This is an optimization exercise on Yosys and OpenROAD, whose aim is small area, a short achievable clock period and few clock cycles, not a production implementation.
Power figures rest on the tool's default switching activity, not on a simulated workload.

==> wip/fjord <==
==> flow/design.v <==
package buffet_pkg;
    localparam int DATA_W = 32;
    localparam int ADDR_W = 4;
    localparam int DEPTH = 16;
    localparam int SB_DEPTH = 4;
    typedef logic [DATA_W-1:0] data_t;
    typedef logic [ADDR_W-1:0] idx_t;
    typedef logic [ADDR_W:0] count_t;
    typedef struct packed {
        idx_t offset;
        logic will_update;
        logic is_shrink;
    } read_req_t;
    typedef struct packed {
        logic en;
        idx_t idx;
        data_t data;
    } wr_port_t;
    typedef enum logic {
        RD_IDLE,
        RD_WAIT
    } rd_state_e;
endpackage
`timescale 1ns/1ps
module buffet_window (
    input  logic                clk,
    input  logic                nreset_i,
    input  logic                push_valid_i,
    input  logic                credit_req_i,
    input  logic                shrink_i,
    input  buffet_pkg::idx_t    shrink_amount_i,
    output buffet_pkg::count_t  head_o,
    output buffet_pkg::count_t  tail_o,
    output logic                credit_valid_o,
    output buffet_pkg::count_t  credit_o
);
    buffet_pkg::count_t head_q;
    buffet_pkg::count_t tail_q;
    always_ff @(posedge clk or negedge nreset_i) begin
        if (!nreset_i) begin
            head_q <= '0;
            tail_q <= '0;
        end else begin
            if (push_valid_i) begin
                tail_q <= tail_q + 1'b1;
            end
            if (shrink_i) begin
                head_q <= head_q + buffet_pkg::count_t'(shrink_amount_i);
            end
        end
    end
    assign head_o = head_q;
    assign tail_o = tail_q;
    always_ff @(posedge clk or negedge nreset_i) begin
        if (!nreset_i) begin
            credit_valid_o <= 1'b0;
        end else begin
            credit_valid_o <= credit_req_i;
        end
    end
    always_ff @(posedge clk) begin
        credit_o <= buffet_pkg::count_t'(buffet_pkg::DEPTH) - (tail_q - head_q);
    end
endmodule
`timescale 1ns/1ps
module buffet_update_tracker (
    input  logic                 clk,
    input  logic                 nreset_i,
    input  logic                 update_valid_i,
    input  buffet_pkg::idx_t     update_offset_i,
    input  buffet_pkg::data_t    update_data_i,
    input  buffet_pkg::idx_t     head_i,
    input  buffet_pkg::wr_port_t push_wr_i,
    input  logic                 alloc_i,
    input  buffet_pkg::idx_t     alloc_idx_i,
    output logic [buffet_pkg::DEPTH-1:0] pend_o,
    output logic                 wu_room_o,
    input  buffet_pkg::idx_t     probe_idx_i,
    output logic                 probe_hit_o,
    output buffet_pkg::wr_port_t ram_wr_o
);
    localparam int UB_SLOTS = 2;
    localparam int CW = $clog2(UB_SLOTS + 1);
    logic [buffet_pkg::DEPTH-1:0] pend_q;
    logic [CW-1:0] wu_cnt_q;
    logic [UB_SLOTS-1:0] ub_v_q;
    buffet_pkg::idx_t ub_idx_q [UB_SLOTS];
    buffet_pkg::data_t ub_data_q [UB_SLOTS];
    buffet_pkg::idx_t upd_idx;
    logic [UB_SLOTS-1:0] ub_wr;
    logic [UB_SLOTS-1:0] ub_drop;
    logic retire;
    buffet_pkg::idx_t retire_idx;
    assign upd_idx = head_i + update_offset_i;
    always_comb begin
        for (int i = 0; i < UB_SLOTS; i++) begin
            ub_drop[i] = ub_v_q[i] && push_wr_i.en && (ub_idx_q[i] == push_wr_i.idx);
            ub_wr[i] = (i == 0) && ub_v_q[i] && !push_wr_i.en;
        end
    end
    logic [UB_SLOTS-1:0] ub_keep;
    logic [UB_SLOTS-1:0] ub_v_d;
    buffet_pkg::idx_t ub_idx_d [UB_SLOTS];
    buffet_pkg::data_t ub_data_d [UB_SLOTS];
    assign ub_keep = ub_v_q & ~ub_wr & ~ub_drop;
    always_comb begin
        ub_v_d[0] = ub_keep[0] || ub_keep[1] || update_valid_i;
        ub_v_d[1] = (ub_keep[0] && ub_keep[1]) || ((ub_keep[0] || ub_keep[1]) && update_valid_i);
        if (ub_keep[0]) begin
            ub_idx_d[0] = ub_idx_q[0];
            ub_data_d[0] = ub_data_q[0];
        end else if (ub_keep[1]) begin
            ub_idx_d[0] = ub_idx_q[1];
            ub_data_d[0] = ub_data_q[1];
        end else begin
            ub_idx_d[0] = upd_idx;
            ub_data_d[0] = update_data_i;
        end
        if (ub_keep[0] && ub_keep[1]) begin
            ub_idx_d[1] = ub_idx_q[1];
            ub_data_d[1] = ub_data_q[1];
        end else begin
            ub_idx_d[1] = upd_idx;
            ub_data_d[1] = update_data_i;
        end
    end
    always_comb begin
        retire = 1'b0;
        retire_idx = ub_idx_q[0];
        for (int i = 0; i < UB_SLOTS; i++) begin
            if (ub_wr[i] || ub_drop[i]) begin
                retire = 1'b1;
                retire_idx = ub_idx_q[i];
            end
        end
    end
    always_ff @(posedge clk or negedge nreset_i) begin
        if (!nreset_i) begin
            ub_v_q <= '0;
            wu_cnt_q <= '0;
        end else begin
            ub_v_q <= ub_v_d;
            wu_cnt_q <= wu_cnt_q + CW'(alloc_i) - CW'(retire);
        end
    end
    always_ff @(posedge clk) begin
        for (int i = 0; i < UB_SLOTS; i++) begin
            ub_idx_q[i] <= ub_idx_d[i];
            ub_data_q[i] <= ub_data_d[i];
        end
    end
    always_ff @(posedge clk or negedge nreset_i) begin
        if (!nreset_i) begin
            pend_q <= '0;
        end else begin
            for (int i = 0; i < buffet_pkg::DEPTH; i++) begin
                if (alloc_i && alloc_idx_i == buffet_pkg::idx_t'(i)) begin
                    pend_q[i] <= 1'b1;
                end else if (retire && retire_idx == buffet_pkg::idx_t'(i)) begin
                    pend_q[i] <= 1'b0;
                end
            end
        end
    end
    assign pend_o = pend_q;
    assign probe_hit_o = ub_wr[0] && (ub_idx_q[0] == probe_idx_i);
    assign wu_room_o = (wu_cnt_q != CW'(UB_SLOTS));
    always_comb begin
        if (push_wr_i.en) begin
            ram_wr_o = push_wr_i;
        end else begin
            ram_wr_o.en = ub_v_q[0];
            ram_wr_o.idx = ub_idx_q[0];
            ram_wr_o.data = ub_data_q[0];
        end
    end
endmodule
`timescale 1ns/1ps
module buffet_read_ctrl #(
    parameter int QD = 3
) (
    input  logic                  clk,
    input  logic                  nreset_i,
    input  logic                  read_valid_i,
    input  buffet_pkg::read_req_t read_req_i,
    input  logic                  read_data_ready_i,
    input  buffet_pkg::count_t    head_i,
    input  buffet_pkg::count_t    tail_i,
    input  logic                  push_valid_i,
    input  logic [buffet_pkg::DEPTH-1:0] pend_i,
    input  logic                  wu_room_i,
    input  logic                  ub_hit_i,
    input  buffet_pkg::data_t     ram_wr_data_i,
    output logic                  read_ready_o,
    output logic                  shrink_o,
    output buffet_pkg::idx_t      shrink_amount_o,
    output logic                  alloc_o,
    output buffet_pkg::idx_t      ram_rd_idx_o,
    input  buffet_pkg::data_t     ram_rd_data_i,
    output logic                  read_data_valid_o,
    output buffet_pkg::data_t     read_data_o
);
    buffet_pkg::count_t q_pos_q [QD];
    logic [QD-1:0] q_wu_q;
    logic [QD-1:0] q_v_q;
    logic [QD-1:0] q_v_d;
    logic ready_q;
    logic accept;
    logic enq;
    logic deq;
    buffet_pkg::count_t in_pos;
    buffet_pkg::count_t cand_pos;
    buffet_pkg::count_t fill;
    logic pushed;
    logic byp_push;
    logic raw_ok;
    logic issue;
    assign read_ready_o = ready_q;
    assign accept = read_valid_i && ready_q;
    assign enq = accept && !read_req_i.is_shrink;
    assign shrink_o = accept && read_req_i.is_shrink;
    assign shrink_amount_o = read_req_i.offset;
    assign in_pos = head_i + buffet_pkg::count_t'(read_req_i.offset);
    assign cand_pos = q_pos_q[0];
    assign fill = tail_i - cand_pos - 1'b1;
    assign pushed = !fill[buffet_pkg::ADDR_W];
    assign byp_push = push_valid_i && (tail_i == cand_pos);
    assign raw_ok = !pend_i[cand_pos[buffet_pkg::ADDR_W-1:0]] || ub_hit_i;
    assign issue = q_v_q[0] && (pushed || byp_push) && raw_ok && read_data_ready_i &&
                   (wu_room_i || !q_wu_q[0]);
    assign deq = issue;
    assign alloc_o = issue && q_wu_q[0];
    assign ram_rd_idx_o = cand_pos[buffet_pkg::ADDR_W-1:0];
    always_comb begin
        for (int i = 0; i < QD; i++) begin
            if (deq) begin
                q_v_d[i] = (i + 1 < QD) ? (q_v_q[i+1] || (enq && q_v_q[i])) : 1'b0;
            end else begin
                q_v_d[i] = q_v_q[i] || (enq && (i == 0 || q_v_q[i-1]));
            end
        end
    end
    always_ff @(posedge clk or negedge nreset_i) begin
        if (!nreset_i) begin
            q_v_q <= '0;
            ready_q <= 1'b1;
        end else begin
            q_v_q <= q_v_d;
            ready_q <= !q_v_d[QD-1];
        end
    end
    always_ff @(posedge clk) begin
        for (int i = 0; i < QD; i++) begin
            if (deq) begin
                if (i + 1 < QD && q_v_q[i+1]) begin
                    q_pos_q[i] <= q_pos_q[i+1];
                    q_wu_q[i] <= q_wu_q[i+1];
                end else if (q_v_q[i]) begin
                    q_pos_q[i] <= in_pos;
                    q_wu_q[i] <= read_req_i.will_update;
                end
            end else if (!q_v_q[i] && (i == 0 || q_v_q[i-1])) begin
                q_pos_q[i] <= in_pos;
                q_wu_q[i] <= read_req_i.will_update;
            end
        end
    end
    always_ff @(posedge clk or negedge nreset_i) begin
        if (!nreset_i) begin
            read_data_valid_o <= 1'b0;
        end else begin
            read_data_valid_o <= issue;
        end
    end
    always_ff @(posedge clk) begin
        if (byp_push || ub_hit_i) begin
            read_data_o <= ram_wr_data_i;
        end else begin
            read_data_o <= ram_rd_data_i;
        end
    end
endmodule
`timescale 1ns/1ps
module buffet_data_ram (
    input  logic                 clk,
    input  buffet_pkg::wr_port_t wr_i,
    input  buffet_pkg::idx_t     rd_idx_i,
    output buffet_pkg::data_t    rd_data_o
);
    buffet_pkg::data_t mem [buffet_pkg::DEPTH];
    always_ff @(posedge clk) begin
        if (wr_i.en) begin
            mem[wr_i.idx] <= wr_i.data;
        end
    end
    assign rd_data_o = mem[rd_idx_i];
endmodule
`timescale 1ns/1ps
module buffet_top (
    input  logic                  clk,
    input  logic                  nreset_i,
    input  logic                  push_valid_i,
    input  buffet_pkg::data_t     push_data_i,
    input  logic                  credit_req_i,
    output logic                  credit_valid_o,
    output buffet_pkg::count_t    credit_o,
    input  logic                  read_valid_i,
    input  buffet_pkg::read_req_t read_req_i,
    output logic                  read_ready_o,
    output logic                  read_data_valid_o,
    output buffet_pkg::data_t     read_data_o,
    input  logic                  read_data_ready_i,
    input  logic                  update_valid_i,
    input  buffet_pkg::idx_t      update_offset_i,
    input  buffet_pkg::data_t     update_data_i
);
    buffet_pkg::count_t head;
    buffet_pkg::count_t tail;
    logic shrink;
    buffet_pkg::idx_t shrink_amount;
    logic alloc;
    logic [buffet_pkg::DEPTH-1:0] pend;
    logic wu_room;
    logic ub_hit;
    buffet_pkg::idx_t ram_rd_idx;
    buffet_pkg::data_t ram_rd_data;
    buffet_pkg::wr_port_t push_wr;
    buffet_pkg::wr_port_t ram_wr;
    buffet_window u_window (
        .clk             (clk),
        .nreset_i        (nreset_i),
        .push_valid_i    (push_valid_i),
        .credit_req_i    (credit_req_i),
        .shrink_i        (shrink),
        .shrink_amount_i (shrink_amount),
        .head_o          (head),
        .tail_o          (tail),
        .credit_valid_o  (credit_valid_o),
        .credit_o        (credit_o)
    );
    always_comb begin
        push_wr.en = push_valid_i;
        push_wr.idx = tail[buffet_pkg::ADDR_W-1:0];
        push_wr.data = push_data_i;
    end
    buffet_update_tracker u_tracker (
        .clk             (clk),
        .nreset_i        (nreset_i),
        .update_valid_i  (update_valid_i),
        .update_offset_i (update_offset_i),
        .update_data_i   (update_data_i),
        .head_i          (head[buffet_pkg::ADDR_W-1:0]),
        .push_wr_i       (push_wr),
        .alloc_i         (alloc),
        .alloc_idx_i     (ram_rd_idx),
        .pend_o          (pend),
        .wu_room_o       (wu_room),
        .probe_idx_i     (ram_rd_idx),
        .probe_hit_o     (ub_hit),
        .ram_wr_o        (ram_wr)
    );
    buffet_read_ctrl u_read_ctrl (
        .clk               (clk),
        .nreset_i          (nreset_i),
        .read_valid_i      (read_valid_i),
        .read_req_i        (read_req_i),
        .read_data_ready_i (read_data_ready_i),
        .head_i            (head),
        .tail_i            (tail),
        .push_valid_i      (push_valid_i),
        .pend_i            (pend),
        .wu_room_i         (wu_room),
        .ub_hit_i          (ub_hit),
        .ram_wr_data_i     (ram_wr.data),
        .read_ready_o      (read_ready_o),
        .shrink_o          (shrink),
        .shrink_amount_o   (shrink_amount),
        .alloc_o           (alloc),
        .ram_rd_idx_o      (ram_rd_idx),
        .ram_rd_data_i     (ram_rd_data),
        .read_data_valid_o (read_data_valid_o),
        .read_data_o       (read_data_o)
    );
    buffet_data_ram u_ram (
        .clk         (clk),
        .wr_i        (ram_wr),
        .rd_idx_i    (ram_rd_idx),
        .rd_data_o   (ram_rd_data)
    );
endmodule
==> flow/run.sh <==
#!/bin/bash
# synth_recipe.tcl (not shown) runs the flow's synth.tcl, then flattens the netlist and writes it again
# the make line also repeats each setting of config.mk as NAME=value (left out here)
make -C /OpenROAD-flow-scripts/flow DESIGN_CONFIG=/design/flow/config.mk WORK_HOME=/design/flow/orfs CLKGATE_MAP_FILE= SYNTH_SCRIPT=/design/flow/synth_recipe.tcl finish
==> flow/config.mk <==
export PLATFORM = sky130hd
export DESIGN_NAME = buffet_top
export DESIGN_NICKNAME = buffet_top
export VERILOG_FILES = /design/flow/design.v
export SDC_FILE = /design/flow/constraint.sdc
export NUM_CORES = 4
export LEC_CHECK = 0
export ABC_CLOCK_PERIOD_IN_PS = 2000
export CAP_MARGIN = 20
export CORE_MARGIN = 2
export CORE_UTILIZATION = 40
export SETUP_SLACK_MARGIN = 2.3
export SLEW_MARGIN = 20
==> flow/constraint.sdc <==
create_clock -name core_clock -period 4.4 [get_ports {clk}]
set_input_delay 0.8800 -clock core_clock [delete_from_list [all_inputs] [get_ports {clk}]]
set_output_delay 0.8800 -clock core_clock [all_outputs]
set_load 0.01 [all_outputs]
==> wip/umber: changes against wip/fjord <==
==> flow/design.v, changed modules only <==
module buffet_update_tracker (
    input  logic                 clk,
    input  logic                 nreset_i,
    input  logic                 update_valid_i,
    input  buffet_pkg::idx_t     update_offset_i,
    input  buffet_pkg::data_t    update_data_i,
    input  buffet_pkg::idx_t     head_i,
    input  buffet_pkg::wr_port_t push_wr_i,
    input  logic                 alloc_i,
    input  buffet_pkg::idx_t     alloc_idx_i,
    output logic [buffet_pkg::DEPTH-1:0] pend_o,
    output logic                 retire_o,
    output buffet_pkg::idx_t     retire_idx_o,
    output logic                 wu_room_o,
    input  buffet_pkg::idx_t     probe_idx_i,
    output logic                 probe_hit_o,
    output buffet_pkg::wr_port_t ram_wr_o
);
    localparam int UB_SLOTS = 2;
    logic [buffet_pkg::DEPTH-1:0] pend_q;
    logic [UB_SLOTS-1:0] wu_cnt_q;
    logic [UB_SLOTS-1:0] ub_v_q;
    buffet_pkg::idx_t ub_idx_q [UB_SLOTS];
    buffet_pkg::data_t ub_data_q [UB_SLOTS];
    buffet_pkg::idx_t upd_idx;
    logic [UB_SLOTS-1:0] ub_wr;
    logic [UB_SLOTS-1:0] ub_drop;
    logic retire;
    buffet_pkg::idx_t retire_idx;
    assign upd_idx = head_i + update_offset_i;
    always_comb begin
        for (int i = 0; i < UB_SLOTS; i++) begin
            ub_drop[i] = ub_v_q[i] && push_wr_i.en && (ub_idx_q[i] == push_wr_i.idx);
            ub_wr[i] = (i == 0) && ub_v_q[i] && !push_wr_i.en;
        end
    end
    logic [UB_SLOTS-1:0] ub_keep;
    logic [UB_SLOTS-1:0] ub_v_d;
    buffet_pkg::idx_t ub_idx_d [UB_SLOTS];
    buffet_pkg::data_t ub_data_d [UB_SLOTS];
    assign ub_keep = ub_v_q & ~ub_wr & ~ub_drop;
    always_comb begin
        ub_v_d[0] = ub_keep[0] || ub_keep[1] || update_valid_i;
        ub_v_d[1] = (ub_keep[0] && ub_keep[1]) || ((ub_keep[0] || ub_keep[1]) && update_valid_i);
        if (ub_keep[0]) begin
            ub_idx_d[0] = ub_idx_q[0];
            ub_data_d[0] = ub_data_q[0];
        end else if (ub_keep[1]) begin
            ub_idx_d[0] = ub_idx_q[1];
            ub_data_d[0] = ub_data_q[1];
        end else begin
            ub_idx_d[0] = upd_idx;
            ub_data_d[0] = update_data_i;
        end
        if (ub_keep[0] && ub_keep[1]) begin
            ub_idx_d[1] = ub_idx_q[1];
            ub_data_d[1] = ub_data_q[1];
        end else begin
            ub_idx_d[1] = upd_idx;
            ub_data_d[1] = update_data_i;
        end
    end
    always_comb begin
        retire = 1'b0;
        retire_idx = ub_idx_q[0];
        for (int i = 0; i < UB_SLOTS; i++) begin
            if (ub_wr[i] || ub_drop[i]) begin
                retire = 1'b1;
                retire_idx = ub_idx_q[i];
            end
        end
    end
    always_ff @(posedge clk or negedge nreset_i) begin
        if (!nreset_i) begin
            ub_v_q <= '0;
            wu_cnt_q <= '0;
        end else begin
            ub_v_q <= ub_v_d;
            if (alloc_i && !retire) begin
                wu_cnt_q <= {wu_cnt_q[UB_SLOTS-2:0], 1'b1};
            end else if (!alloc_i && retire) begin
                wu_cnt_q <= {1'b0, wu_cnt_q[UB_SLOTS-1:1]};
            end
        end
    end
    always_ff @(posedge clk) begin
        for (int i = 0; i < UB_SLOTS; i++) begin
            ub_idx_q[i] <= ub_idx_d[i];
            ub_data_q[i] <= ub_data_d[i];
        end
    end
    always_ff @(posedge clk or negedge nreset_i) begin
        if (!nreset_i) begin
            pend_q <= '0;
        end else begin
            for (int i = 0; i < buffet_pkg::DEPTH; i++) begin
                if (alloc_i && alloc_idx_i == buffet_pkg::idx_t'(i)) begin
                    pend_q[i] <= 1'b1;
                end else if (retire && retire_idx == buffet_pkg::idx_t'(i)) begin
                    pend_q[i] <= 1'b0;
                end
            end
        end
    end
    assign pend_o = pend_q;
    assign retire_o = retire;
    assign retire_idx_o = retire_idx;
    assign probe_hit_o = ub_wr[0] && (ub_idx_q[0] == probe_idx_i);
    assign wu_room_o = !wu_cnt_q[UB_SLOTS-1];
    always_comb begin
        if (push_wr_i.en) begin
            ram_wr_o = push_wr_i;
        end else begin
            ram_wr_o.en = ub_v_q[0];
            ram_wr_o.idx = ub_idx_q[0];
            ram_wr_o.data = ub_data_q[0];
        end
    end
endmodule
module buffet_read_ctrl #(
    parameter int QD = 3
) (
    input  logic                  clk,
    input  logic                  nreset_i,
    input  logic                  read_valid_i,
    input  buffet_pkg::read_req_t read_req_i,
    input  logic                  read_data_ready_i,
    input  buffet_pkg::count_t    head_i,
    input  buffet_pkg::count_t    tail_i,
    input  logic                  push_valid_i,
    input  logic [buffet_pkg::DEPTH-1:0] pend_i,
    input  logic                  retire_i,
    input  buffet_pkg::idx_t      retire_idx_i,
    input  logic                  wu_room_i,
    input  logic                  ub_hit_i,
    input  buffet_pkg::data_t     ram_wr_data_i,
    output logic                  read_ready_o,
    output logic                  shrink_o,
    output buffet_pkg::idx_t      shrink_amount_o,
    output logic                  alloc_o,
    output buffet_pkg::idx_t      ram_rd_idx_o,
    input  buffet_pkg::data_t     ram_rd_data_i,
    output logic                  read_data_valid_o,
    output buffet_pkg::data_t     read_data_o
);
    localparam int AW = buffet_pkg::ADDR_W;
    buffet_pkg::count_t q_pos_q [QD];
    logic [QD-1:0] q_wu_q;
    logic [QD-1:0] q_pd_q;
    logic [QD-1:0] q_blk_q;
    logic [QD-1:0] q_v_q;
    logic [QD-1:0] q_v_d;
    logic ready_q;
    logic accept;
    logic enq;
    logic deq;
    logic issue;
    logic byp_push;
    logic [QD-1:0] pd_d;
    logic [QD-1:0] blk_d;
    buffet_pkg::count_t in_pos;
    buffet_pkg::count_t occ;
    logic in_pd;
    logic in_blk;
    assign read_ready_o = ready_q;
    assign accept = read_valid_i && ready_q;
    assign enq = accept && !read_req_i.is_shrink;
    assign shrink_o = accept && read_req_i.is_shrink;
    assign shrink_amount_o = read_req_i.offset;
    assign byp_push = push_valid_i && (tail_i == q_pos_q[0]);
    assign issue = q_v_q[0] && (q_pd_q[0] || byp_push) && (!q_blk_q[0] || ub_hit_i) &&
                   read_data_ready_i && (!q_wu_q[0] || wu_room_i);
    assign deq = issue;
    assign alloc_o = issue && q_wu_q[0];
    assign ram_rd_idx_o = q_pos_q[0][AW-1:0];
    always_comb begin
        for (int i = 0; i < QD; i++) begin
            pd_d[i] = q_pd_q[i] || (push_valid_i && (tail_i == q_pos_q[i]));
            blk_d[i] = (q_blk_q[i] && !(retire_i && (retire_idx_i == q_pos_q[i][AW-1:0]))) ||
                       (alloc_o && (q_pos_q[0][AW-1:0] == q_pos_q[i][AW-1:0]));
        end
    end
    assign occ = tail_i - head_i;
    assign in_pos = head_i + buffet_pkg::count_t'(read_req_i.offset);
    assign in_pd = (buffet_pkg::count_t'(read_req_i.offset) < occ) ||
                   (push_valid_i && (buffet_pkg::count_t'(read_req_i.offset) == occ));
    assign in_blk = (pend_i[in_pos[AW-1:0]] && !(retire_i && (retire_idx_i == in_pos[AW-1:0]))) ||
                    (alloc_o && (q_pos_q[0][AW-1:0] == in_pos[AW-1:0]));
    always_comb begin
        for (int i = 0; i < QD; i++) begin
            if (deq) begin
                q_v_d[i] = (i + 1 < QD) ? (q_v_q[i+1] || (enq && q_v_q[i])) : 1'b0;
            end else begin
                q_v_d[i] = q_v_q[i] || (enq && (i == 0 || q_v_q[i-1]));
            end
        end
    end
    always_ff @(posedge clk or negedge nreset_i) begin
        if (!nreset_i) begin
            q_v_q <= '0;
            ready_q <= 1'b1;
        end else begin
            q_v_q <= q_v_d;
            ready_q <= !q_v_d[QD-1];
        end
    end
    always_ff @(posedge clk) begin
        for (int i = 0; i < QD; i++) begin
            if (deq) begin
                if (i + 1 < QD && q_v_q[i+1]) begin
                    q_pos_q[i] <= q_pos_q[i+1];
                    q_wu_q[i] <= q_wu_q[i+1];
                    q_pd_q[i] <= pd_d[i+1];
                    q_blk_q[i] <= blk_d[i+1];
                end else begin
                    q_pos_q[i] <= in_pos;
                    q_wu_q[i] <= read_req_i.will_update;
                    q_pd_q[i] <= in_pd;
                    q_blk_q[i] <= in_blk;
                end
            end else if (q_v_q[i]) begin
                q_pd_q[i] <= pd_d[i];
                q_blk_q[i] <= blk_d[i];
            end else begin
                q_pos_q[i] <= in_pos;
                q_wu_q[i] <= read_req_i.will_update;
                q_pd_q[i] <= in_pd;
                q_blk_q[i] <= in_blk;
            end
        end
    end
    always_ff @(posedge clk or negedge nreset_i) begin
        if (!nreset_i) begin
            read_data_valid_o <= 1'b0;
        end else begin
            read_data_valid_o <= issue;
        end
    end
    always_ff @(posedge clk) begin
        if (byp_push || ub_hit_i) begin
            read_data_o <= ram_wr_data_i;
        end else begin
            read_data_o <= ram_rd_data_i;
        end
    end
endmodule
module buffet_top (
    input  logic                  clk,
    input  logic                  nreset_i,
    input  logic                  push_valid_i,
    input  buffet_pkg::data_t     push_data_i,
    input  logic                  credit_req_i,
    output logic                  credit_valid_o,
    output buffet_pkg::count_t    credit_o,
    input  logic                  read_valid_i,
    input  buffet_pkg::read_req_t read_req_i,
    output logic                  read_ready_o,
    output logic                  read_data_valid_o,
    output buffet_pkg::data_t     read_data_o,
    input  logic                  read_data_ready_i,
    input  logic                  update_valid_i,
    input  buffet_pkg::idx_t      update_offset_i,
    input  buffet_pkg::data_t     update_data_i
);
    buffet_pkg::count_t head;
    buffet_pkg::count_t tail;
    logic shrink;
    buffet_pkg::idx_t shrink_amount;
    logic alloc;
    logic [buffet_pkg::DEPTH-1:0] pend;
    logic wu_room;
    logic retire;
    buffet_pkg::idx_t retire_idx;
    logic ub_hit;
    buffet_pkg::idx_t ram_rd_idx;
    buffet_pkg::data_t ram_rd_data;
    buffet_pkg::wr_port_t push_wr;
    buffet_pkg::wr_port_t ram_wr;
    buffet_window u_window (
        .clk             (clk),
        .nreset_i        (nreset_i),
        .push_valid_i    (push_valid_i),
        .credit_req_i    (credit_req_i),
        .shrink_i        (shrink),
        .shrink_amount_i (shrink_amount),
        .head_o          (head),
        .tail_o          (tail),
        .credit_valid_o  (credit_valid_o),
        .credit_o        (credit_o)
    );
    always_comb begin
        push_wr.en = push_valid_i;
        push_wr.idx = tail[buffet_pkg::ADDR_W-1:0];
        push_wr.data = push_data_i;
    end
    buffet_update_tracker u_tracker (
        .clk             (clk),
        .nreset_i        (nreset_i),
        .update_valid_i  (update_valid_i),
        .update_offset_i (update_offset_i),
        .update_data_i   (update_data_i),
        .head_i          (head[buffet_pkg::ADDR_W-1:0]),
        .push_wr_i       (push_wr),
        .alloc_i         (alloc),
        .alloc_idx_i     (ram_rd_idx),
        .pend_o          (pend),
        .retire_o        (retire),
        .retire_idx_o    (retire_idx),
        .wu_room_o       (wu_room),
        .probe_idx_i     (ram_rd_idx),
        .probe_hit_o     (ub_hit),
        .ram_wr_o        (ram_wr)
    );
    buffet_read_ctrl u_read_ctrl (
        .clk               (clk),
        .nreset_i          (nreset_i),
        .read_valid_i      (read_valid_i),
        .read_req_i        (read_req_i),
        .read_data_ready_i (read_data_ready_i),
        .head_i            (head),
        .tail_i            (tail),
        .push_valid_i      (push_valid_i),
        .pend_i            (pend),
        .retire_i          (retire),
        .retire_idx_i      (retire_idx),
        .wu_room_i         (wu_room),
        .ub_hit_i          (ub_hit),
        .ram_wr_data_i     (ram_wr.data),
        .read_ready_o      (read_ready_o),
        .shrink_o          (shrink),
        .shrink_amount_o   (shrink_amount),
        .alloc_o           (alloc),
        .ram_rd_idx_o      (ram_rd_idx),
        .ram_rd_data_i     (ram_rd_data),
        .read_data_valid_o (read_data_valid_o),
        .read_data_o       (read_data_o)
    );
    buffet_data_ram u_ram (
        .clk         (clk),
        .wr_i        (ram_wr),
        .rd_idx_i    (ram_rd_idx),
        .rd_data_o   (ram_rd_data)
    );
endmodule
--- a/flow/config.mk
+++ b/flow/config.mk
@@ -7,3 +7,3 @@
 export LEC_CHECK = 0
-export ABC_CLOCK_PERIOD_IN_PS = 2000
+export ABC_CLOCK_PERIOD_IN_PS = 2400
 export CAP_MARGIN = 20
==> run notes <==
| metric | wip/umber | wip/fjord |
|---|---|---|
| Worst flop-to-flop path endpoint | u_read_ctrl.q_blk_q[0] | u_tracker.wu_cnt_q[1] |
| Number of non-filler instances in the completed layout | 2,790 | 2,508 |
| Maximum fanout along the worst path | 7 | 5 |
| Worst path setup slack after routing | 1.59 ns | 1.69 ns |
| P&R area growth vs syn | 30.0% | 30.2% |
| Reported combinational group power | 0.0121 W | 0.0102 W |
| Sequential fraction of the synthesis area | 71.1% | 73.9% |
| Reported sequential group power | 0.0100 W | 0.00977 W |
| Number of sinks on the clock net | 685 | 679 |
| Crit path largest cell delay | 0.43 ns | 0.50 ns |
| Post-synthesis net count | 1,570 | 1,388 |
| Met2 Track Usage GR | 35.9% | 34.7% |
| Maximum number of pins on one net before global-route repair | 44 | 38 |
| VDD IR-drop max | 0.366 mV | 0.500 mV |
| Capture point of the worst path | u_read_ctrl.q_blk_q[0] | u_tracker.wu_cnt_q[1] |
| Register share of the cell area | 54.8% | 56.9% |
| Status | no timing/DRC/antenna violations | no timing/DRC/antenna violations |
| Worst path arrival time | 3.31 ns | 3.20 ns |
| Clock group share of total power | 22.3% | 22.7% |
| Total global-route track usage | 21.3% | 20.2% |
| Relative contribution of combinational cells to total power | 42.4% | 39.5% |
| Worst Setup Slack post-DPL | 0.417 ns | 0.699 ns |
| Clock-cell share of area | 6.90% | 6.53% |
| Setup Buffers After CTS | 115 | 86 |
No functional check of the RTL was part of any run of this note.

[re-timing with driven ports]
Ports are ideal in the flow. The routed layouts listed here were re-timed in OpenROAD. Step 1: set_driving_cell puts a clkbuf_16 on clk and a buf_2 on each other input, an assumption about the parent block. Step 2, shift: input delay + t, output delay - t, t = (earliest + latest rising clock arrival at the registers) / 2. This alone moves slack from input paths to output paths. Three values: ideal, step 1, step 2; two values: the first two.
run | t, ns | setup slack, ns | hold slack, ns | slew at the worst register clock pin (ns) | cell pins on the clock port's net
wip/fjord | 0.653 | 1.686 / 1.686 / 1.336 | 0.398 / 0.359 / 0.470 | 0.06 / 0.06 | 1
wip/umber | 0.678 | 1.591 / 1.603 / 0.958 | 0.401 / 0.364 / 0.479 | 0.06 / 0.06 | 1
After both steps every run listed still meets setup and hold. For wip/umber, which loses most, drivers alone change the setup slack by +0.012 ns; drivers and shift together by -0.633 ns.
